This is an optimization exercise on Yosys and OpenROAD, whose aim is a short achievable clock period, not a production implementation.
RTL that was checked went through simulation tests only; none was proved equivalent to the original.
Only the layout flow was run in run 1; the RTL was not checked for function there.
Power figures rest on the tool's default switching activity, not on a simulated workload.

## flow/design.v (module list and top-level ports; edited modules follow where they fit)
// module branch_target_predictor: 960 lines
// module btb_g_inv: 3 lines
// module btb_g_nand2: 3 lines
// module btb_g_nand3: 3 lines
// module btb_g_nor2: 3 lines
// module btb_g_nor4: 4 lines
// module btb_g_xnor2: 3 lines
// module btb_g_o22ai: 4 lines
// module btb_g_mux2i: 3 lines
module branch_target_predictor #(
  parameter int unsigned ADDR_W   = 32,
  parameter int unsigned ENTRIES  = 16,
  parameter logic [1:0]  CTR_INIT = 2'b01,
  parameter int unsigned CNT_W    = 16
) (
  input  logic              clk,
  input  logic              reset,
  input  logic              enable,
  input  logic [ADDR_W-1:0] pc_f,
  output logic              pred_hit,
  output logic              pred_taken,
  output logic [ADDR_W-1:0] pred_target,
  input  logic              upd_valid,
  input  logic [ADDR_W-1:0] upd_pc,
  input  logic              upd_taken,
  input  logic [ADDR_W-1:0] upd_target,
  input  logic              upd_pred_taken,
  input  logic [ADDR_W-1:0] upd_pred_target,
  input  logic              flush_all,
  output logic              mispredict,
  output logic [CNT_W-1:0]  branch_cnt,
  output logic [CNT_W-1:0]  mispred_cnt
);
  // ...
==> flow/flow/run.sh <==
#!/bin/bash
# Own layout flow: the standard synthesis unchanged, then the standard ORFS
# steps with delay cells kept out of buffering (so port buffers and repair
# buffers are real buffers) and port buffers of a fixed drive strength.
set -euo pipefail
PLAT_DU="sky130_fd_sc_hd__probe_p_8 sky130_fd_sc_hd__probec_p_8 sky130_fd_sc_hd__lpflow_bleeder_1 sky130_fd_sc_hd__lpflow_clkbufkapwr_1 sky130_fd_sc_hd__lpflow_clkbufkapwr_16 sky130_fd_sc_hd__lpflow_clkbufkapwr_2 sky130_fd_sc_hd__lpflow_clkbufkapwr_4 sky130_fd_sc_hd__lpflow_clkbufkapwr_8 sky130_fd_sc_hd__lpflow_clkinvkapwr_1 sky130_fd_sc_hd__lpflow_clkinvkapwr_16 sky130_fd_sc_hd__lpflow_clkinvkapwr_2 sky130_fd_sc_hd__lpflow_clkinvkapwr_4 sky130_fd_sc_hd__lpflow_clkinvkapwr_8 sky130_fd_sc_hd__lpflow_decapkapwr_12 sky130_fd_sc_hd__lpflow_decapkapwr_3 sky130_fd_sc_hd__lpflow_decapkapwr_4 sky130_fd_sc_hd__lpflow_decapkapwr_6 sky130_fd_sc_hd__lpflow_decapkapwr_8 sky130_fd_sc_hd__lpflow_inputiso0n_1 sky130_fd_sc_hd__lpflow_inputiso0p_1 sky130_fd_sc_hd__lpflow_inputiso1n_1 sky130_fd_sc_hd__lpflow_inputiso1p_1 sky130_fd_sc_hd__lpflow_inputisolatch_1 sky130_fd_sc_hd__lpflow_isobufsrc_1 sky130_fd_sc_hd__lpflow_isobufsrc_16 sky130_fd_sc_hd__lpflow_isobufsrc_2 sky130_fd_sc_hd__lpflow_isobufsrc_4 sky130_fd_sc_hd__lpflow_isobufsrc_8 sky130_fd_sc_hd__lpflow_isobufsrckapwr_16 sky130_fd_sc_hd__lpflow_lsbuf_lh_hl_isowell_tap_1 sky130_fd_sc_hd__lpflow_lsbuf_lh_hl_isowell_tap_2 sky130_fd_sc_hd__lpflow_lsbuf_lh_hl_isowell_tap_4 sky130_fd_sc_hd__lpflow_lsbuf_lh_isowell_4 sky130_fd_sc_hd__lpflow_lsbuf_lh_isowell_tap_1 sky130_fd_sc_hd__lpflow_lsbuf_lh_isowell_tap_2 sky130_fd_sc_hd__lpflow_lsbuf_lh_isowell_tap_4"
DU="$PLAT_DU sky130_fd_sc_hd__dlygate4sd1_1 sky130_fd_sc_hd__dlygate4sd2_1 sky130_fd_sc_hd__dlygate4sd3_1 sky130_fd_sc_hd__clkdlybuf4s15_1 sky130_fd_sc_hd__clkdlybuf4s15_2 sky130_fd_sc_hd__clkdlybuf4s18_1 sky130_fd_sc_hd__clkdlybuf4s18_2 sky130_fd_sc_hd__clkdlybuf4s25_1 sky130_fd_sc_hd__clkdlybuf4s25_2 sky130_fd_sc_hd__clkdlybuf4s50_1 sky130_fd_sc_hd__clkdlybuf4s50_2 sky130_fd_sc_hd__dlymetal6s2s_1 sky130_fd_sc_hd__dlymetal6s4s_1 sky130_fd_sc_hd__dlymetal6s6s_1"

bash standard.sh synth > flow_synth.log 2>&1
bash standard.sh "DONT_USE_CELLS=$DU" \
  "BUFFER_PORTS_ARGS=-buffer_cell sky130_fd_sc_hd__buf_6" \
  finish > flow_layout.log 2>&1
==> flow/standard.sh <==
#!/bin/bash
# synth_recipe.tcl (not shown) runs the flow's synth.tcl, then flattens the netlist and writes it again
# the make line also repeats each setting of config.mk as NAME=value (left out here)
make -C /OpenROAD-flow-scripts/flow DESIGN_CONFIG=/design/flow/config.mk WORK_HOME=/design/flow/orfs CLKGATE_MAP_FILE= SYNTH_SCRIPT=/design/flow/synth_recipe.tcl "${@:-finish}"
==> flow/config.mk <==
export PLATFORM = sky130hd
export DESIGN_NAME = branch_target_predictor
export DESIGN_NICKNAME = branch_target_predictor
export VERILOG_FILES = /design/flow/design.v
export SDC_FILE = /design/flow/constraint.sdc
export NUM_CORES = 4
export LEC_CHECK = 0
export ABC_CLOCK_PERIOD_IN_PS = 2500
export CAP_MARGIN = 20
export CORE_MARGIN = 2
export CORE_UTILIZATION = 40
export SETUP_SLACK_MARGIN = 3.0
export SLEW_MARGIN = 20
export SYNTH_HIERARCHICAL = 1
export SYNTH_MINIMUM_KEEP_SIZE = 0
export TNS_END_PERCENT = 20
==> flow/constraint.sdc <==
create_clock -name core_clock -period 7.0 [get_ports {clk}]
set_input_delay 1.4000 -clock core_clock [delete_from_list [all_inputs] [get_ports {clk}]]
set_output_delay 1.4000 -clock core_clock [all_outputs]
set_load 0.01 [all_outputs]
==> results by group, run 1 <==
Finish
  – Layout area overhead: 25.4%
  – Antenna cells: 0
  – Post-Layout Cell Count: 5,184
  – Reg area: 0.0291 mm²
  – Sequential cell area share: 51.4%

Logic synthesis
  – Synth Area in Compound Gates: 5.60%
  – Area contributors post-synth: edfxtp_1 64%, xnor2_1 14%, xor2_1 4.1%
  – Multiplexer share of the synthesized area: 1.38%
  – Most common cell in the synthesized netlist: edfxtp_1

Run status
  – Status: timing/DRC/antenna clean

Placement
  – Pre-CTS setup slack: 0.793 ns
  – GP Congestion: 0.821
  – Post-DP HPWL: 87,100 µm
  – Placed Area: 0.0488 mm²

CTS
  – CTS Buf Count: 102
  – CTS sink cnt: 976
  – Clk root buf: clkbuf_16

Detailed routing
  – DR iter-0 viols: 4,264
  – Top Metal Used: met5
  – WL/cell: 32.4 µm
  – Met3 wire len: 17,200 µm

Global routing
  – Total grt overflow: 0
  – Met3 Resource Use GR: 4.78%

STA
  – Peak Freq: 0.204 GHz
  – RSZ-0062 raised after global routing: yes
  – TNS Setup: 0 ns

Floorplan
  – Row count: 123

Power
  – LEAKAGE: 18.0 nW
  – Switch share: 24.1%
  – P_seq: 6.47 mW

Critical path
  – R2R depth: 5
  – Worst-path cell chain: buf_16 -> buf_1 -> nand2b_4 -> nor2_1 -> buf_2 -> a222oi_1 -> nor4b_4 -> mux2i_1 -> buf_4 -> buf_6
==> run 2: changes to the inputs <==
--- a/flow/design.v
+++ b/flow/design.v
@@ -49,22 +49,181 @@
     end
   end
   always_comb begin
     f_tgt = '0;
     for (int i = 0; i < int'(ENTRIES); i++) begin
       f_tgt = f_tgt | (tgt_q[i] & {ADDR_W{f_dec[i]}});
     end
   end
-  always_comb begin
-    f_seq[1:0] = pc_f[1:0];
-    for (int k = 2; k < int'(ADDR_W); k++) begin
-      f_seq[k] = pc_f[k] ^ (&(pc_f | ~(ADDR_W'((64'd1 << k) - 64'd1) & ~ADDR_W'(3))));
-    end
-  end
+  assign f_seq[1:0] = pc_f[1:0];
+  logic sq_0_1;
+  btb_g_and2 u_sq_0_1 (.a(pc_f[3]), .b(pc_f[2]), .y(sq_0_1));
+  logic sq_0_3;
+  btb_g_and2 u_sq_0_3 (.a(pc_f[5]), .b(pc_f[4]), .y(sq_0_3));
+  logic sq_0_5;
+  btb_g_and2 u_sq_0_5 (.a(pc_f[7]), .b(pc_f[6]), .y(sq_0_5));
+  logic sq_0_7;
+  btb_g_and2 u_sq_0_7 (.a(pc_f[9]), .b(pc_f[8]), .y(sq_0_7));
+  logic sq_0_9;
+  btb_g_and2 u_sq_0_9 (.a(pc_f[11]), .b(pc_f[10]), .y(sq_0_9));
+  logic sq_0_11;
+  btb_g_and2 u_sq_0_11 (.a(pc_f[13]), .b(pc_f[12]), .y(sq_0_11));
+  logic sq_0_13;
+  btb_g_and2 u_sq_0_13 (.a(pc_f[15]), .b(pc_f[14]), .y(sq_0_13));
+  logic sq_0_15;
+  btb_g_and2 u_sq_0_15 (.a(pc_f[17]), .b(pc_f[16]), .y(sq_0_15));
+  logic sq_0_17;
+  btb_g_and2 u_sq_0_17 (.a(pc_f[19]), .b(pc_f[18]), .y(sq_0_17));
+  logic sq_0_19;
+  btb_g_and2 u_sq_0_19 (.a(pc_f[21]), .b(pc_f[20]), .y(sq_0_19));
+  logic sq_0_21;
+  btb_g_and2 u_sq_0_21 (.a(pc_f[23]), .b(pc_f[22]), .y(sq_0_21));
+  logic sq_0_23;
+  btb_g_and2 u_sq_0_23 (.a(pc_f[25]), .b(pc_f[24]), .y(sq_0_23));
+  logic sq_0_25;
+  btb_g_and2 u_sq_0_25 (.a(pc_f[27]), .b(pc_f[26]), .y(sq_0_25));
+  logic sq_0_27;
+  btb_g_and2 u_sq_0_27 (.a(pc_f[29]), .b(pc_f[28]), .y(sq_0_27));
+  logic sq_1_2;
+  btb_g_and2 u_sq_1_2 (.a(pc_f[4]), .b(sq_0_1), .y(sq_1_2));
+  logic sq_1_3;
+  btb_g_and2 u_sq_1_3 (.a(sq_0_3), .b(sq_0_1), .y(sq_1_3));
+  logic sq_1_6;
+  btb_g_and2 u_sq_1_6 (.a(pc_f[8]), .b(sq_0_5), .y(sq_1_6));
+  logic sq_1_7;
+  btb_g_and2 u_sq_1_7 (.a(sq_0_7), .b(sq_0_5), .y(sq_1_7));
+  logic sq_1_10;
+  btb_g_and2 u_sq_1_10 (.a(pc_f[12]), .b(sq_0_9), .y(sq_1_10));
+  logic sq_1_11;
+  btb_g_and2 u_sq_1_11 (.a(sq_0_11), .b(sq_0_9), .y(sq_1_11));
+  logic sq_1_14;
+  btb_g_and2 u_sq_1_14 (.a(pc_f[16]), .b(sq_0_13), .y(sq_1_14));
+  logic sq_1_15;
+  btb_g_and2 u_sq_1_15 (.a(sq_0_15), .b(sq_0_13), .y(sq_1_15));
+  logic sq_1_18;
+  btb_g_and2 u_sq_1_18 (.a(pc_f[20]), .b(sq_0_17), .y(sq_1_18));
+  logic sq_1_19;
+  btb_g_and2 u_sq_1_19 (.a(sq_0_19), .b(sq_0_17), .y(sq_1_19));
+  logic sq_1_22;
+  btb_g_and2 u_sq_1_22 (.a(pc_f[24]), .b(sq_0_21), .y(sq_1_22));
+  logic sq_1_23;
+  btb_g_and2 u_sq_1_23 (.a(sq_0_23), .b(sq_0_21), .y(sq_1_23));
+  logic sq_1_26;
+  btb_g_and2 u_sq_1_26 (.a(pc_f[28]), .b(sq_0_25), .y(sq_1_26));
+  logic sq_1_27;
+  btb_g_and2 u_sq_1_27 (.a(sq_0_27), .b(sq_0_25), .y(sq_1_27));
+  logic sq_2_4;
+  btb_g_and2 u_sq_2_4 (.a(pc_f[6]), .b(sq_1_3), .y(sq_2_4));
+  logic sq_2_5;
+  btb_g_and2 u_sq_2_5 (.a(sq_0_5), .b(sq_1_3), .y(sq_2_5));
+  logic sq_2_6;
+  btb_g_and2 u_sq_2_6 (.a(sq_1_6), .b(sq_1_3), .y(sq_2_6));
+  logic sq_2_7;
+  btb_g_and2 u_sq_2_7 (.a(sq_1_7), .b(sq_1_3), .y(sq_2_7));
+  logic sq_2_12;
+  btb_g_and2 u_sq_2_12 (.a(pc_f[14]), .b(sq_1_11), .y(sq_2_12));
+  logic sq_2_13;
+  btb_g_and2 u_sq_2_13 (.a(sq_0_13), .b(sq_1_11), .y(sq_2_13));
+  logic sq_2_14;
+  btb_g_and2 u_sq_2_14 (.a(sq_1_14), .b(sq_1_11), .y(sq_2_14));
+  logic sq_2_15;
+  btb_g_and2 u_sq_2_15 (.a(sq_1_15), .b(sq_1_11), .y(sq_2_15));
+  logic sq_2_20;
+  btb_g_and2 u_sq_2_20 (.a(pc_f[22]), .b(sq_1_19), .y(sq_2_20));
+  logic sq_2_21;
+  btb_g_and2 u_sq_2_21 (.a(sq_0_21), .b(sq_1_19), .y(sq_2_21));
+  logic sq_2_22;
+  btb_g_and2 u_sq_2_22 (.a(sq_1_22), .b(sq_1_19), .y(sq_2_22));
+  logic sq_2_23;
+  btb_g_and2 u_sq_2_23 (.a(sq_1_23), .b(sq_1_19), .y(sq_2_23));
+  logic sq_2_28;
+  btb_g_and2 u_sq_2_28 (.a(pc_f[30]), .b(sq_1_27), .y(sq_2_28));
+  logic sq_3_8;
+  btb_g_and2 u_sq_3_8 (.a(pc_f[10]), .b(sq_2_7), .y(sq_3_8));
+  logic sq_3_9;
+  btb_g_and2 u_sq_3_9 (.a(sq_0_9), .b(sq_2_7), .y(sq_3_9));
+  logic sq_3_10;
+  btb_g_and2 u_sq_3_10 (.a(sq_1_10), .b(sq_2_7), .y(sq_3_10));
+  logic sq_3_11;
+  btb_g_and2 u_sq_3_11 (.a(sq_1_11), .b(sq_2_7), .y(sq_3_11));
+  logic sq_3_12;
+  btb_g_and2 u_sq_3_12 (.a(sq_2_12), .b(sq_2_7), .y(sq_3_12));
+  logic sq_3_13;
+  btb_g_and2 u_sq_3_13 (.a(sq_2_13), .b(sq_2_7), .y(sq_3_13));
+  logic sq_3_14;
+  btb_g_and2 u_sq_3_14 (.a(sq_2_14), .b(sq_2_7), .y(sq_3_14));
+  logic sq_3_15;
+  btb_g_and2 u_sq_3_15 (.a(sq_2_15), .b(sq_2_7), .y(sq_3_15));
+  logic sq_3_24;
+  btb_g_and2 u_sq_3_24 (.a(pc_f[26]), .b(sq_2_23), .y(sq_3_24));
+  logic sq_3_25;
+  btb_g_and2 u_sq_3_25 (.a(sq_0_25), .b(sq_2_23), .y(sq_3_25));
+  logic sq_3_26;
+  btb_g_and2 u_sq_3_26 (.a(sq_1_26), .b(sq_2_23), .y(sq_3_26));
+  logic sq_3_27;
+  btb_g_and2 u_sq_3_27 (.a(sq_1_27), .b(sq_2_23), .y(sq_3_27));
+  logic sq_3_28;
+  btb_g_and2 u_sq_3_28 (.a(sq_2_28), .b(sq_2_23), .y(sq_3_28));
+  logic sq_4_16;
+  btb_g_and2 u_sq_4_16 (.a(pc_f[18]), .b(sq_3_15), .y(sq_4_16));
+  logic sq_4_17;
+  btb_g_and2 u_sq_4_17 (.a(sq_0_17), .b(sq_3_15), .y(sq_4_17));
+  logic sq_4_18;
+  btb_g_and2 u_sq_4_18 (.a(sq_1_18), .b(sq_3_15), .y(sq_4_18));
+  logic sq_4_19;
+  btb_g_and2 u_sq_4_19 (.a(sq_1_19), .b(sq_3_15), .y(sq_4_19));
+  logic sq_4_20;
+  btb_g_and2 u_sq_4_20 (.a(sq_2_20), .b(sq_3_15), .y(sq_4_20));
+  logic sq_4_21;
+  btb_g_and2 u_sq_4_21 (.a(sq_2_21), .b(sq_3_15), .y(sq_4_21));
+  logic sq_4_22;
+  btb_g_and2 u_sq_4_22 (.a(sq_2_22), .b(sq_3_15), .y(sq_4_22));
+  logic sq_4_23;
+  btb_g_and2 u_sq_4_23 (.a(sq_2_23), .b(sq_3_15), .y(sq_4_23));
+  logic sq_4_24;
+  btb_g_and2 u_sq_4_24 (.a(sq_3_24), .b(sq_3_15), .y(sq_4_24));
+  logic sq_4_25;
+  btb_g_and2 u_sq_4_25 (.a(sq_3_25), .b(sq_3_15), .y(sq_4_25));
+  logic sq_4_26;
+  btb_g_and2 u_sq_4_26 (.a(sq_3_26), .b(sq_3_15), .y(sq_4_26));
+  logic sq_4_27;
+  btb_g_and2 u_sq_4_27 (.a(sq_3_27), .b(sq_3_15), .y(sq_4_27));
+  logic sq_4_28;
+  btb_g_and2 u_sq_4_28 (.a(sq_3_28), .b(sq_3_15), .y(sq_4_28));
+  btb_g_inv u_sq_b2 (.a(pc_f[2]), .y(f_seq[2]));
+  btb_g_xor2 u_sq_b3 (.a(pc_f[3]), .b(pc_f[2]), .y(f_seq[3]));
+  btb_g_xor2 u_sq_b4 (.a(pc_f[4]), .b(sq_0_1), .y(f_seq[4]));
+  btb_g_xor2 u_sq_b5 (.a(pc_f[5]), .b(sq_1_2), .y(f_seq[5]));
+  btb_g_xor2 u_sq_b6 (.a(pc_f[6]), .b(sq_1_3), .y(f_seq[6]));
+  btb_g_xor2 u_sq_b7 (.a(pc_f[7]), .b(sq_2_4), .y(f_seq[7]));
+  btb_g_xor2 u_sq_b8 (.a(pc_f[8]), .b(sq_2_5), .y(f_seq[8]));
+  btb_g_xor2 u_sq_b9 (.a(pc_f[9]), .b(sq_2_6), .y(f_seq[9]));
+  btb_g_xor2 u_sq_b10 (.a(pc_f[10]), .b(sq_2_7), .y(f_seq[10]));
+  btb_g_xor2 u_sq_b11 (.a(pc_f[11]), .b(sq_3_8), .y(f_seq[11]));
+  btb_g_xor2 u_sq_b12 (.a(pc_f[12]), .b(sq_3_9), .y(f_seq[12]));
+  btb_g_xor2 u_sq_b13 (.a(pc_f[13]), .b(sq_3_10), .y(f_seq[13]));
+  btb_g_xor2 u_sq_b14 (.a(pc_f[14]), .b(sq_3_11), .y(f_seq[14]));
+  btb_g_xor2 u_sq_b15 (.a(pc_f[15]), .b(sq_3_12), .y(f_seq[15]));
+  btb_g_xor2 u_sq_b16 (.a(pc_f[16]), .b(sq_3_13), .y(f_seq[16]));
+  btb_g_xor2 u_sq_b17 (.a(pc_f[17]), .b(sq_3_14), .y(f_seq[17]));
+  btb_g_xor2 u_sq_b18 (.a(pc_f[18]), .b(sq_3_15), .y(f_seq[18]));
+  btb_g_xor2 u_sq_b19 (.a(pc_f[19]), .b(sq_4_16), .y(f_seq[19]));
+  btb_g_xor2 u_sq_b20 (.a(pc_f[20]), .b(sq_4_17), .y(f_seq[20]));
+  btb_g_xor2 u_sq_b21 (.a(pc_f[21]), .b(sq_4_18), .y(f_seq[21]));
+  btb_g_xor2 u_sq_b22 (.a(pc_f[22]), .b(sq_4_19), .y(f_seq[22]));
+  btb_g_xor2 u_sq_b23 (.a(pc_f[23]), .b(sq_4_20), .y(f_seq[23]));
+  btb_g_xor2 u_sq_b24 (.a(pc_f[24]), .b(sq_4_21), .y(f_seq[24]));
+  btb_g_xor2 u_sq_b25 (.a(pc_f[25]), .b(sq_4_22), .y(f_seq[25]));
+  btb_g_xor2 u_sq_b26 (.a(pc_f[26]), .b(sq_4_23), .y(f_seq[26]));
+  btb_g_xor2 u_sq_b27 (.a(pc_f[27]), .b(sq_4_24), .y(f_seq[27]));
+  btb_g_xor2 u_sq_b28 (.a(pc_f[28]), .b(sq_4_25), .y(f_seq[28]));
+  btb_g_xor2 u_sq_b29 (.a(pc_f[29]), .b(sq_4_26), .y(f_seq[29]));
+  btb_g_xor2 u_sq_b30 (.a(pc_f[30]), .b(sq_4_27), .y(f_seq[30]));
+  btb_g_xor2 u_sq_b31 (.a(pc_f[31]), .b(sq_4_28), .y(f_seq[31]));
   logic [IDX_W-1:0] f_idx_n;
   btb_g_inv u_idxn0 (.a(f_idx[0]), .y(f_idx_n[0]));
   btb_g_inv u_idxn1 (.a(f_idx[1]), .y(f_idx_n[1]));
   btb_g_inv u_idxn2 (.a(f_idx[2]), .y(f_idx_n[2]));
   btb_g_inv u_idxn3 (.a(f_idx[3]), .y(f_idx_n[3]));
   logic [26-1:0] m0;
   logic [9:0] g0;
   logic [4:0] p0;
@@ -935,24 +1094,160 @@
         end else if (upd_taken) begin
           ctr_q[i] <= 2'b10;
         end
       end
     end
   end
   logic [CNT_W-1:0] branch_cnt_inc;
   logic [CNT_W-1:0] mispred_cnt_inc;
-  always_comb begin
-    for (int k = 0; k < int'(CNT_W); k++) begin
-      branch_cnt_inc[k]  = branch_cnt_q[k] ^
-                           (&(branch_cnt_q | ~CNT_W'((64'd1 << k) - 64'd1)));
-      mispred_cnt_inc[k] = mispred_cnt_q[k] ^
-                           (&(mispred_cnt_q | ~CNT_W'((64'd1 << k) - 64'd1)));
-    end
-  end
+  logic bc_0_1;
+  btb_g_and2 u_bc_0_1 (.a(branch_cnt_q[1]), .b(branch_cnt_q[0]), .y(bc_0_1));
+  logic bc_0_3;
+  btb_g_and2 u_bc_0_3 (.a(branch_cnt_q[3]), .b(branch_cnt_q[2]), .y(bc_0_3));
+  logic bc_0_5;
+  btb_g_and2 u_bc_0_5 (.a(branch_cnt_q[5]), .b(branch_cnt_q[4]), .y(bc_0_5));
+  logic bc_0_7;
+  btb_g_and2 u_bc_0_7 (.a(branch_cnt_q[7]), .b(branch_cnt_q[6]), .y(bc_0_7));
+  logic bc_0_9;
+  btb_g_and2 u_bc_0_9 (.a(branch_cnt_q[9]), .b(branch_cnt_q[8]), .y(bc_0_9));
+  logic bc_0_11;
+  btb_g_and2 u_bc_0_11 (.a(branch_cnt_q[11]), .b(branch_cnt_q[10]), .y(bc_0_11));
+  logic bc_0_13;
+  btb_g_and2 u_bc_0_13 (.a(branch_cnt_q[13]), .b(branch_cnt_q[12]), .y(bc_0_13));
+  logic bc_1_2;
+  btb_g_and2 u_bc_1_2 (.a(branch_cnt_q[2]), .b(bc_0_1), .y(bc_1_2));
+  logic bc_1_3;
+  btb_g_and2 u_bc_1_3 (.a(bc_0_3), .b(bc_0_1), .y(bc_1_3));
+  logic bc_1_6;
+  btb_g_and2 u_bc_1_6 (.a(branch_cnt_q[6]), .b(bc_0_5), .y(bc_1_6));
+  logic bc_1_7;
+  btb_g_and2 u_bc_1_7 (.a(bc_0_7), .b(bc_0_5), .y(bc_1_7));
+  logic bc_1_10;
+  btb_g_and2 u_bc_1_10 (.a(branch_cnt_q[10]), .b(bc_0_9), .y(bc_1_10));
+  logic bc_1_11;
+  btb_g_and2 u_bc_1_11 (.a(bc_0_11), .b(bc_0_9), .y(bc_1_11));
+  logic bc_1_14;
+  btb_g_and2 u_bc_1_14 (.a(branch_cnt_q[14]), .b(bc_0_13), .y(bc_1_14));
+  logic bc_2_4;
+  btb_g_and2 u_bc_2_4 (.a(branch_cnt_q[4]), .b(bc_1_3), .y(bc_2_4));
+  logic bc_2_5;
+  btb_g_and2 u_bc_2_5 (.a(bc_0_5), .b(bc_1_3), .y(bc_2_5));
+  logic bc_2_6;
+  btb_g_and2 u_bc_2_6 (.a(bc_1_6), .b(bc_1_3), .y(bc_2_6));
+  logic bc_2_7;
+  btb_g_and2 u_bc_2_7 (.a(bc_1_7), .b(bc_1_3), .y(bc_2_7));
+  logic bc_2_12;
+  btb_g_and2 u_bc_2_12 (.a(branch_cnt_q[12]), .b(bc_1_11), .y(bc_2_12));
+  logic bc_2_13;
+  btb_g_and2 u_bc_2_13 (.a(bc_0_13), .b(bc_1_11), .y(bc_2_13));
+  logic bc_2_14;
+  btb_g_and2 u_bc_2_14 (.a(bc_1_14), .b(bc_1_11), .y(bc_2_14));
+  logic bc_3_8;
+  btb_g_and2 u_bc_3_8 (.a(branch_cnt_q[8]), .b(bc_2_7), .y(bc_3_8));
+  logic bc_3_9;
+  btb_g_and2 u_bc_3_9 (.a(bc_0_9), .b(bc_2_7), .y(bc_3_9));
+  logic bc_3_10;
+  btb_g_and2 u_bc_3_10 (.a(bc_1_10), .b(bc_2_7), .y(bc_3_10));
+  logic bc_3_11;
+  btb_g_and2 u_bc_3_11 (.a(bc_1_11), .b(bc_2_7), .y(bc_3_11));
+  logic bc_3_12;
+  btb_g_and2 u_bc_3_12 (.a(bc_2_12), .b(bc_2_7), .y(bc_3_12));
+  logic bc_3_13;
+  btb_g_and2 u_bc_3_13 (.a(bc_2_13), .b(bc_2_7), .y(bc_3_13));
+  logic bc_3_14;
+  btb_g_and2 u_bc_3_14 (.a(bc_2_14), .b(bc_2_7), .y(bc_3_14));
+  btb_g_inv u_bc_b0 (.a(branch_cnt_q[0]), .y(branch_cnt_inc[0]));
+  btb_g_xor2 u_bc_b1 (.a(branch_cnt_q[1]), .b(branch_cnt_q[0]), .y(branch_cnt_inc[1]));
+  btb_g_xor2 u_bc_b2 (.a(branch_cnt_q[2]), .b(bc_0_1), .y(branch_cnt_inc[2]));
+  btb_g_xor2 u_bc_b3 (.a(branch_cnt_q[3]), .b(bc_1_2), .y(branch_cnt_inc[3]));
+  btb_g_xor2 u_bc_b4 (.a(branch_cnt_q[4]), .b(bc_1_3), .y(branch_cnt_inc[4]));
+  btb_g_xor2 u_bc_b5 (.a(branch_cnt_q[5]), .b(bc_2_4), .y(branch_cnt_inc[5]));
+  btb_g_xor2 u_bc_b6 (.a(branch_cnt_q[6]), .b(bc_2_5), .y(branch_cnt_inc[6]));
+  btb_g_xor2 u_bc_b7 (.a(branch_cnt_q[7]), .b(bc_2_6), .y(branch_cnt_inc[7]));
+  btb_g_xor2 u_bc_b8 (.a(branch_cnt_q[8]), .b(bc_2_7), .y(branch_cnt_inc[8]));
+  btb_g_xor2 u_bc_b9 (.a(branch_cnt_q[9]), .b(bc_3_8), .y(branch_cnt_inc[9]));
+  btb_g_xor2 u_bc_b10 (.a(branch_cnt_q[10]), .b(bc_3_9), .y(branch_cnt_inc[10]));
+  btb_g_xor2 u_bc_b11 (.a(branch_cnt_q[11]), .b(bc_3_10), .y(branch_cnt_inc[11]));
+  btb_g_xor2 u_bc_b12 (.a(branch_cnt_q[12]), .b(bc_3_11), .y(branch_cnt_inc[12]));
+  btb_g_xor2 u_bc_b13 (.a(branch_cnt_q[13]), .b(bc_3_12), .y(branch_cnt_inc[13]));
+  btb_g_xor2 u_bc_b14 (.a(branch_cnt_q[14]), .b(bc_3_13), .y(branch_cnt_inc[14]));
+  btb_g_xor2 u_bc_b15 (.a(branch_cnt_q[15]), .b(bc_3_14), .y(branch_cnt_inc[15]));
+  logic mc_0_1;
+  btb_g_and2 u_mc_0_1 (.a(mispred_cnt_q[1]), .b(mispred_cnt_q[0]), .y(mc_0_1));
+  logic mc_0_3;
+  btb_g_and2 u_mc_0_3 (.a(mispred_cnt_q[3]), .b(mispred_cnt_q[2]), .y(mc_0_3));
+  logic mc_0_5;
+  btb_g_and2 u_mc_0_5 (.a(mispred_cnt_q[5]), .b(mispred_cnt_q[4]), .y(mc_0_5));
+  logic mc_0_7;
+  btb_g_and2 u_mc_0_7 (.a(mispred_cnt_q[7]), .b(mispred_cnt_q[6]), .y(mc_0_7));
+  logic mc_0_9;
+  btb_g_and2 u_mc_0_9 (.a(mispred_cnt_q[9]), .b(mispred_cnt_q[8]), .y(mc_0_9));
+  logic mc_0_11;
+  btb_g_and2 u_mc_0_11 (.a(mispred_cnt_q[11]), .b(mispred_cnt_q[10]), .y(mc_0_11));
+  logic mc_0_13;
+  btb_g_and2 u_mc_0_13 (.a(mispred_cnt_q[13]), .b(mispred_cnt_q[12]), .y(mc_0_13));
+  logic mc_1_2;
+  btb_g_and2 u_mc_1_2 (.a(mispred_cnt_q[2]), .b(mc_0_1), .y(mc_1_2));
+  logic mc_1_3;
+  btb_g_and2 u_mc_1_3 (.a(mc_0_3), .b(mc_0_1), .y(mc_1_3));
+  logic mc_1_6;
+  btb_g_and2 u_mc_1_6 (.a(mispred_cnt_q[6]), .b(mc_0_5), .y(mc_1_6));
+  logic mc_1_7;
+  btb_g_and2 u_mc_1_7 (.a(mc_0_7), .b(mc_0_5), .y(mc_1_7));
+  logic mc_1_10;
+  btb_g_and2 u_mc_1_10 (.a(mispred_cnt_q[10]), .b(mc_0_9), .y(mc_1_10));
+  logic mc_1_11;
+  btb_g_and2 u_mc_1_11 (.a(mc_0_11), .b(mc_0_9), .y(mc_1_11));
+  logic mc_1_14;
+  btb_g_and2 u_mc_1_14 (.a(mispred_cnt_q[14]), .b(mc_0_13), .y(mc_1_14));
+  logic mc_2_4;
+  btb_g_and2 u_mc_2_4 (.a(mispred_cnt_q[4]), .b(mc_1_3), .y(mc_2_4));
+  logic mc_2_5;
+  btb_g_and2 u_mc_2_5 (.a(mc_0_5), .b(mc_1_3), .y(mc_2_5));
+  logic mc_2_6;
+  btb_g_and2 u_mc_2_6 (.a(mc_1_6), .b(mc_1_3), .y(mc_2_6));
+  logic mc_2_7;
+  btb_g_and2 u_mc_2_7 (.a(mc_1_7), .b(mc_1_3), .y(mc_2_7));
+  logic mc_2_12;
+  btb_g_and2 u_mc_2_12 (.a(mispred_cnt_q[12]), .b(mc_1_11), .y(mc_2_12));
+  logic mc_2_13;
+  btb_g_and2 u_mc_2_13 (.a(mc_0_13), .b(mc_1_11), .y(mc_2_13));
+  logic mc_2_14;
+  btb_g_and2 u_mc_2_14 (.a(mc_1_14), .b(mc_1_11), .y(mc_2_14));
+  logic mc_3_8;
+  btb_g_and2 u_mc_3_8 (.a(mispred_cnt_q[8]), .b(mc_2_7), .y(mc_3_8));
+  logic mc_3_9;
+  btb_g_and2 u_mc_3_9 (.a(mc_0_9), .b(mc_2_7), .y(mc_3_9));
+  logic mc_3_10;
+  btb_g_and2 u_mc_3_10 (.a(mc_1_10), .b(mc_2_7), .y(mc_3_10));
+  logic mc_3_11;
+  btb_g_and2 u_mc_3_11 (.a(mc_1_11), .b(mc_2_7), .y(mc_3_11));
+  logic mc_3_12;
+  btb_g_and2 u_mc_3_12 (.a(mc_2_12), .b(mc_2_7), .y(mc_3_12));
+  logic mc_3_13;
+  btb_g_and2 u_mc_3_13 (.a(mc_2_13), .b(mc_2_7), .y(mc_3_13));
+  logic mc_3_14;
+  btb_g_and2 u_mc_3_14 (.a(mc_2_14), .b(mc_2_7), .y(mc_3_14));
+  btb_g_inv u_mc_b0 (.a(mispred_cnt_q[0]), .y(mispred_cnt_inc[0]));
+  btb_g_xor2 u_mc_b1 (.a(mispred_cnt_q[1]), .b(mispred_cnt_q[0]), .y(mispred_cnt_inc[1]));
+  btb_g_xor2 u_mc_b2 (.a(mispred_cnt_q[2]), .b(mc_0_1), .y(mispred_cnt_inc[2]));
+  btb_g_xor2 u_mc_b3 (.a(mispred_cnt_q[3]), .b(mc_1_2), .y(mispred_cnt_inc[3]));
+  btb_g_xor2 u_mc_b4 (.a(mispred_cnt_q[4]), .b(mc_1_3), .y(mispred_cnt_inc[4]));
+  btb_g_xor2 u_mc_b5 (.a(mispred_cnt_q[5]), .b(mc_2_4), .y(mispred_cnt_inc[5]));
+  btb_g_xor2 u_mc_b6 (.a(mispred_cnt_q[6]), .b(mc_2_5), .y(mispred_cnt_inc[6]));
+  btb_g_xor2 u_mc_b7 (.a(mispred_cnt_q[7]), .b(mc_2_6), .y(mispred_cnt_inc[7]));
+  btb_g_xor2 u_mc_b8 (.a(mispred_cnt_q[8]), .b(mc_2_7), .y(mispred_cnt_inc[8]));
+  btb_g_xor2 u_mc_b9 (.a(mispred_cnt_q[9]), .b(mc_3_8), .y(mispred_cnt_inc[9]));
+  btb_g_xor2 u_mc_b10 (.a(mispred_cnt_q[10]), .b(mc_3_9), .y(mispred_cnt_inc[10]));
+  btb_g_xor2 u_mc_b11 (.a(mispred_cnt_q[11]), .b(mc_3_10), .y(mispred_cnt_inc[11]));
+  btb_g_xor2 u_mc_b12 (.a(mispred_cnt_q[12]), .b(mc_3_11), .y(mispred_cnt_inc[12]));
+  btb_g_xor2 u_mc_b13 (.a(mispred_cnt_q[13]), .b(mc_3_12), .y(mispred_cnt_inc[13]));
+  btb_g_xor2 u_mc_b14 (.a(mispred_cnt_q[14]), .b(mc_3_13), .y(mispred_cnt_inc[14]));
+  btb_g_xor2 u_mc_b15 (.a(mispred_cnt_q[15]), .b(mc_3_14), .y(mispred_cnt_inc[15]));
   always_ff @(posedge clk) begin
     if (reset) begin
       branch_cnt_q  <= '0;
       mispred_cnt_q <= '0;
     end else if (enable && upd_valid) begin
       if (branch_cnt_q != '1) branch_cnt_q <= branch_cnt_inc;
       if (mispredict && (mispred_cnt_q != '1)) mispred_cnt_q <= mispred_cnt_inc;
     end
@@ -969,16 +1264,22 @@
 endmodule
 module btb_g_nor2 (input logic a, input logic b, output logic y);
   assign y = ~(a | b);
 endmodule
 module btb_g_nor4 (input logic a, input logic b, input logic c, input logic d,
                    output logic y);
   assign y = ~(a | b | c | d);
 endmodule
+module btb_g_and2 (input logic a, input logic b, output logic y);
+  assign y = a & b;
+endmodule
+module btb_g_xor2 (input logic a, input logic b, output logic y);
+  assign y = a ^ b;
+endmodule
 module btb_g_xnor2 (input logic a, input logic b, output logic y);
   assign y = ~(a ^ b);
 endmodule
 module btb_g_o22ai (input logic a1, input logic a2, input logic b1, input logic b2,
                     output logic y);
   assign y = ~((a1 | a2) & (b1 | b2));
 endmodule
 module btb_g_mux2i (input logic s, input logic a1, input logic a0, output logic y);
==> flow/flow/run.sh (replaced) <==
#!/bin/bash
# Own layout flow: the standard synthesis unchanged, then the standard ORFS
# steps with delay cells kept out of buffering (so port buffers and repair
# buffers are real buffers), port buffers of a fixed drive strength, and the
# lookup's ports grouped on one edge (flow/io.tcl, before pin placement).
set -euo pipefail
HERE=$(pwd)
PLAT_DU="sky130_fd_sc_hd__probe_p_8 sky130_fd_sc_hd__probec_p_8 sky130_fd_sc_hd__lpflow_bleeder_1 sky130_fd_sc_hd__lpflow_clkbufkapwr_1 sky130_fd_sc_hd__lpflow_clkbufkapwr_16 sky130_fd_sc_hd__lpflow_clkbufkapwr_2 sky130_fd_sc_hd__lpflow_clkbufkapwr_4 sky130_fd_sc_hd__lpflow_clkbufkapwr_8 sky130_fd_sc_hd__lpflow_clkinvkapwr_1 sky130_fd_sc_hd__lpflow_clkinvkapwr_16 sky130_fd_sc_hd__lpflow_clkinvkapwr_2 sky130_fd_sc_hd__lpflow_clkinvkapwr_4 sky130_fd_sc_hd__lpflow_clkinvkapwr_8 sky130_fd_sc_hd__lpflow_decapkapwr_12 sky130_fd_sc_hd__lpflow_decapkapwr_3 sky130_fd_sc_hd__lpflow_decapkapwr_4 sky130_fd_sc_hd__lpflow_decapkapwr_6 sky130_fd_sc_hd__lpflow_decapkapwr_8 sky130_fd_sc_hd__lpflow_inputiso0n_1 sky130_fd_sc_hd__lpflow_inputiso0p_1 sky130_fd_sc_hd__lpflow_inputiso1n_1 sky130_fd_sc_hd__lpflow_inputiso1p_1 sky130_fd_sc_hd__lpflow_inputisolatch_1 sky130_fd_sc_hd__lpflow_isobufsrc_1 sky130_fd_sc_hd__lpflow_isobufsrc_16 sky130_fd_sc_hd__lpflow_isobufsrc_2 sky130_fd_sc_hd__lpflow_isobufsrc_4 sky130_fd_sc_hd__lpflow_isobufsrc_8 sky130_fd_sc_hd__lpflow_isobufsrckapwr_16 sky130_fd_sc_hd__lpflow_lsbuf_lh_hl_isowell_tap_1 sky130_fd_sc_hd__lpflow_lsbuf_lh_hl_isowell_tap_2 sky130_fd_sc_hd__lpflow_lsbuf_lh_hl_isowell_tap_4 sky130_fd_sc_hd__lpflow_lsbuf_lh_isowell_4 sky130_fd_sc_hd__lpflow_lsbuf_lh_isowell_tap_1 sky130_fd_sc_hd__lpflow_lsbuf_lh_isowell_tap_2 sky130_fd_sc_hd__lpflow_lsbuf_lh_isowell_tap_4"
DU="$PLAT_DU sky130_fd_sc_hd__dlygate4sd1_1 sky130_fd_sc_hd__dlygate4sd2_1 sky130_fd_sc_hd__dlygate4sd3_1 sky130_fd_sc_hd__clkdlybuf4s15_1 sky130_fd_sc_hd__clkdlybuf4s15_2 sky130_fd_sc_hd__clkdlybuf4s18_1 sky130_fd_sc_hd__clkdlybuf4s18_2 sky130_fd_sc_hd__clkdlybuf4s25_1 sky130_fd_sc_hd__clkdlybuf4s25_2 sky130_fd_sc_hd__clkdlybuf4s50_1 sky130_fd_sc_hd__clkdlybuf4s50_2 sky130_fd_sc_hd__dlymetal6s2s_1 sky130_fd_sc_hd__dlymetal6s4s_1 sky130_fd_sc_hd__dlymetal6s6s_1"

bash standard.sh synth > flow_synth.log 2>&1
bash standard.sh "DONT_USE_CELLS=$DU" \
  "BUFFER_PORTS_ARGS=-buffer_cell sky130_fd_sc_hd__buf_6" \
  "PRE_IO_PLACEMENT_TCL=$HERE/flow/io.tcl" \
  "GLOBAL_PLACEMENT_ARGS=-timing_driven_net_weight_max 10 -timing_driven_nets_percentage 20" \
  finish > flow_layout.log 2>&1
==> flow/flow/io.tcl (new file) <==
# Keep the lookup's ports together on the left edge: fetch PC bits interleaved
# with the predicted target bits, then the hit and taken outputs.
set btb_pins {}
for {set k 0} {$k < 32} {incr k} {
  lappend btb_pins "pc_f\[$k\]" "pred_target\[$k\]"
}
lappend btb_pins pred_hit pred_taken
set_io_pin_constraint -pin_names $btb_pins -region left:* -group -order
==> flow/config.mk (replaced) <==
export PLATFORM = sky130hd
export DESIGN_NAME = branch_target_predictor
export DESIGN_NICKNAME = branch_target_predictor
export VERILOG_FILES = /design/flow/design.v
export SDC_FILE = /design/flow/constraint.sdc
export NUM_CORES = 4
export LEC_CHECK = 0
export ABC_CLOCK_PERIOD_IN_PS = 2500
export CAP_MARGIN = 20
export CORE_MARGIN = 2
export CORE_UTILIZATION = 65
export PLACE_DENSITY = 0.75
export SETUP_SLACK_MARGIN = 3.0
export SLEW_MARGIN = 20
export SYNTH_HIERARCHICAL = 1
export SYNTH_MINIMUM_KEEP_SIZE = 0
export TNS_END_PERCENT = 20
==> run 2 against run 1 <==
  * Still clean on timing, DRC and antenna
  * Global-route usage up 18 points
  * Via count increased by 13%
  * Combinational power up 4%
  * Register-to-register slack got worse by 0.52 ns
  * Sequential power rose by 3%
  * Sequential share of layout area is 0.84 points lower
  * Largest power group unchanged
==> results by group, run 2 <==
Detailed routing
  – Routed via count: 34,900
  – WL final: 176,000 µm
  – DR iter-0 viols: 6,940 (+63%)
  – WL/cell: 35.3 µm (+9.0%)
  – Antenna-violating nets left: 0
  – Drt first pass iters: 9
  – DRC: 0
  – Drt via density: 7.01

Logic synthesis
  – Ys async rst share: 0%
  – Post-synth top area share: 60.6%
  – YS warnings: 7
  – Area contributors post-synth: edfxtp_1 61%, xnor2_1 16%, nand3_1 2.6%
  – Synthesized instance count: 3,435
  – Synth Cell Area: 0.0475 mm²
  – FF+latch count, synth: 1,008
  – Post-synth EDFFs: 960
  – Synth Area per Inst: 13.8 µm²
  – Sequential fraction of the synthesis area: 62.7%
  – Cell variety after synth: 55
  – Synth cell count leaders: 960 x edfxtp_1, 868 x xnor2_1, 250 x nand3_1
  – Cell accounting for the most synthesized area: edfxtp_1
  – Synth Flop Type: edfxtp_1
  – Most common cell in the synthesized netlist: edfxtp_1

Placement
  – Buffers on Ports: 199
  – Post-DP HPWL: 89,900 µm (+3.2%)
  – GP Congestion: 0.889 (+8.2%)
  – Pre-CTS setup slack: 0.996 ns (+0.203 ns)

Flow run
  – Maxcap violations: 0

STA
  – TNS Setup: 0 ns (unchanged)
  – Setup slack after layout: 2.00 ns
  – Normalized max-slew margin: 19.8%
  – Tmin final: 5.00 ns
  – Final setup fails: 0
  – Final Cycle Share: 71.4%
  – Worst Tran Pin Value: 1.20 ns
  – Peak Freq: 0.200 GHz (-2.1%)
  – Max-slew violations: 0
  – RSZ-0062 raised after global routing: yes
  – Clock Skew: 0.0322 ns
  – Hold Violations, Final: 0

Critical path
  – Setup CP Type: input port to output pin
  – R2r endpoint: ctr_q[24]
  – Critical Path Sink Type: output pin
  – CP arrival: 3.60 ns
  – R2R setup slack: 4.04 ns
  – Startpoint types: input port
  – WP buf/inv: 3
  – FF-to-FF Start: tag_q[331]
  – Worst Path Required: 5.60 ns
  – Slowest cell delay on critical path: 0.57 ns
  – Critical-path top delay cell: a222oi_1
  – R2R depth: 6 (+1)
  – Kind of cell adding the most delay to the critical path: simple AND/OR/NAND/NOR gates
  – Worst-path cell chain: buf_16 -> nand2b_4 -> nor2_4 -> buf_4 -> a222oi_1 -> nand4_1 -> nor3_4 -> mux2i_4 -> buf_6
  – CP max FO: 14

CTS
  – Clock Path Buffers: 3
  – Hold_buf cts: 0
  – Worst skew pair latency: 0.70 ns
  – CTS tree: built
  – # H-tree levels: 3
  – CTS sink cnt: 1,008 (+3.3%)
  – Clk root buf: clkbuf_16
  – CTS Buf Count: 101 (-0.98%)
  – Reg clk slew, reported paths: 0.05 ns

Global routing
  – Largest net degree at the start of global routing: 60
  – Met1 GRT Util: 55.5%
  – Global routing's busiest layer: met2
  – Vias in the first global route: 33,500
  – Met2 usage: 67.6%
  – First-pass GRT wire length: 240,000 µm
  – Met3 Resource Use GR: 17.5% (+13 points)
  – Gr usage total: 45.8%
  – Total grt overflow: 0 (unchanged)
  – Initial antenna violation count: 9

Finish
  – Share of layout cells above drive strength 1: 22.1%
  – Layout Nets: 4,057
  – Max reg flops: 512
  – Biggest register: tgt_q
  – Layout area overhead: 23.9%
  – Leading cell types in the layout, fill and taps excluded: 960 x edfxtp_1, 815 x xnor2_1, 219 x nand3_1, 211 x buf_6, 136 x and2_1
  – Largest regs: tgt_q: 512 flops, tag_q: 416 flops, ctr_q: 32 flops
  – Most common cell after layout, fill and taps aside: edfxtp_1

Floorplan
  – Die area: 0.0753 mm²
  – Die Span Y: 274 µm
  – Die Width: 274 µm
  – IO Pins: 202
  – Initial Utilization: 65.4%
  – Row count: 99 (-20%)
  – Core box area: 0.0727 mm²

Hold path
  – HP Start: valid_q[0]
  – Worst Hold Depth: 1
  – Hold WC Path Type: flip-flop to flip-flop
  – Worst Hold Path EP: valid_q[0]

Power
  – Worst vdd ir: 270 µV
  – P per Cell Area: 236 mW/mm²
  – LEAKAGE: 19.2 nW (+7.1%)

Run status
  – Status: timing/DRC/antenna clean
[run 2: changes by cell type after synthesis, sizes merged, moves of 28 or more]
| cell | before | now |
|---|---|---|
| inv | 11 | 41 |
| xor2 | 214 | 87 |
| dfxtp | 16 | 48 |
| nand2b | 10 | 38 |
| xnor2 | 712 | 868 |
| and2 | 19 | 143 |
| nand4 | 75 | 120 |
| buf | 109 | 61 |
[run 2: kinds of logic (layout without fill, tap and decap cells)]
group	count (synthesis)	count (layout)	share of synthesized area (%)
AOI/OAI and AO/OA	337	337	5.49
xor gates and xnor gates	955	955	17.6
buffers and inverters	164	737	1.92
DFF	1008	1008	62.7
muxes	82	82	1.79
other	0	8	0
and+or+nand+nor	889	890	10.6
[run 2: per-module statistics from Yosys (local to each module, per instance), a selection]
| module | copies in the design | cells | flip-flops and latches | cell area, µm² |
|---|---|---|---|---|
| btb_g_nand2 | 6 | 1 | 0 | 3.75 |
| btb_g_xnor2 | 416 | 1 | 0 | 8.76 |
| btb_g_and2 | 123 | 1 | 0 | 6.26 |
| btb_g_inv | 7 | 1 | 0 | 3.75 |
| btb_g_xor2 | 59 | 1 | 0 | 8.76 |
| btb_g_o22ai | 16 | 1 | 0 | 6.26 |
| btb_g_nand3 | 208 | 1 | 0 | 5.00 |
[run 2: final cells by class]
cell class                 instances  area [µm²]
sequential                      1008       29800
multi-input combinational       2264       18700
fill                            3808       13800
timing repair buffer             506        5500
clock buffer                     133        2760
tap                              959        1200
clock inverter                    57         763
inverter                          41         169
antenna                            8        20.0
[run 2: repair_timing]
item,in CTS,in global routing
pin swaps,64,38
setup endpoints to repair,51,35
gates cloned,27,5
buffers inserted,161,48
gates resized for setup,415,102
[run 2: worst max-delay path by stage]
stage / startpoint / endpoint / slack, ns / cells past startpoint
after floorplan: enable / tag_q[182] / 2.04 / 4
after global placement: pc_f[3] / pred_target[11] / 1.11 / 10
after detailed placement: pc_f[2] / pred_target[13] / 1.0 / 10
after CTS: pc_f[3] / pred_target[19] / 2.24 / 12
after global routing: pc_f[4] / pred_target[0] / 2.04 / 13
final: pc_f[4] / pred_target[4] / 2.00 / 9
[run 2: routing by layer]
layer  vias to the layer above  share of wire (%)
li1                      13700                  -
met1                     17100                 32
met2                      3262                 43
met3                       826                 16
met4                        12                8.9
met5                         -               0.20
[run 2: power breakdown]
part	total [mW]	switching (mW)	internal (mW)
Clock	5.78	2.40	3.38
Sequential	6.66	0.0264	6.64
Combinational	1.44	0.874	0.564
[run 2: stage by stage]
step	cells	hold slack [ns]	cell area [µm²]	utilization [%]	total power, mW
3_5_place_dp	4536	0.504	50800	69.8	7.86
6_report	4976	0.537	58900	81.0	13.9
2_1_floorplan	3435	0.476	47600	-	7.32
4_1_cts	4914	0.517	58100	79.9	13.7
5_1_grt	4968	0.544	58900	81.0	14.1
3_3_place_gp	4536	0.491	50800	69.8	7.83

## static timing again, ports no longer ideal
In the flow no input, the clock included, has a driving cell. The finished layouts below were timed again as built, in two steps.
Step 1 (the two cells are an assumption about what drives the block):
set clk [get_ports {clk}]
set_driving_cell -lib_cell sky130_fd_sc_hd__clkbuf_16 $clk
set_driving_cell -lib_cell sky130_fd_sc_hd__buf_2 [delete_from_list [all_inputs] $clk]
Step 2 also shifts input and output timing later by t, the mid clock arrival at the registers, as if the neighbouring blocks saw the same clock.
Three values: ideal ports, drivers, drivers and shift; two values: the first two.
run | t, ns | slack for setup (ns) | worst setup path after step 2 | worst data-port slew with drivers (ns) | cell pins on the clock port's net
run 1 | 0.752 | 2.109 / 1.781 / 1.781 | input to output | 0.42 | 1
run 2 | 0.752 | 2.002 / 1.715 / 1.715 | input to output | 0.41 | 1
After both steps every run listed still meets setup and hold. The setup slack of run 1, which loses most, moves by -0.328 ns with the drivers and by -0.328 ns with both steps.
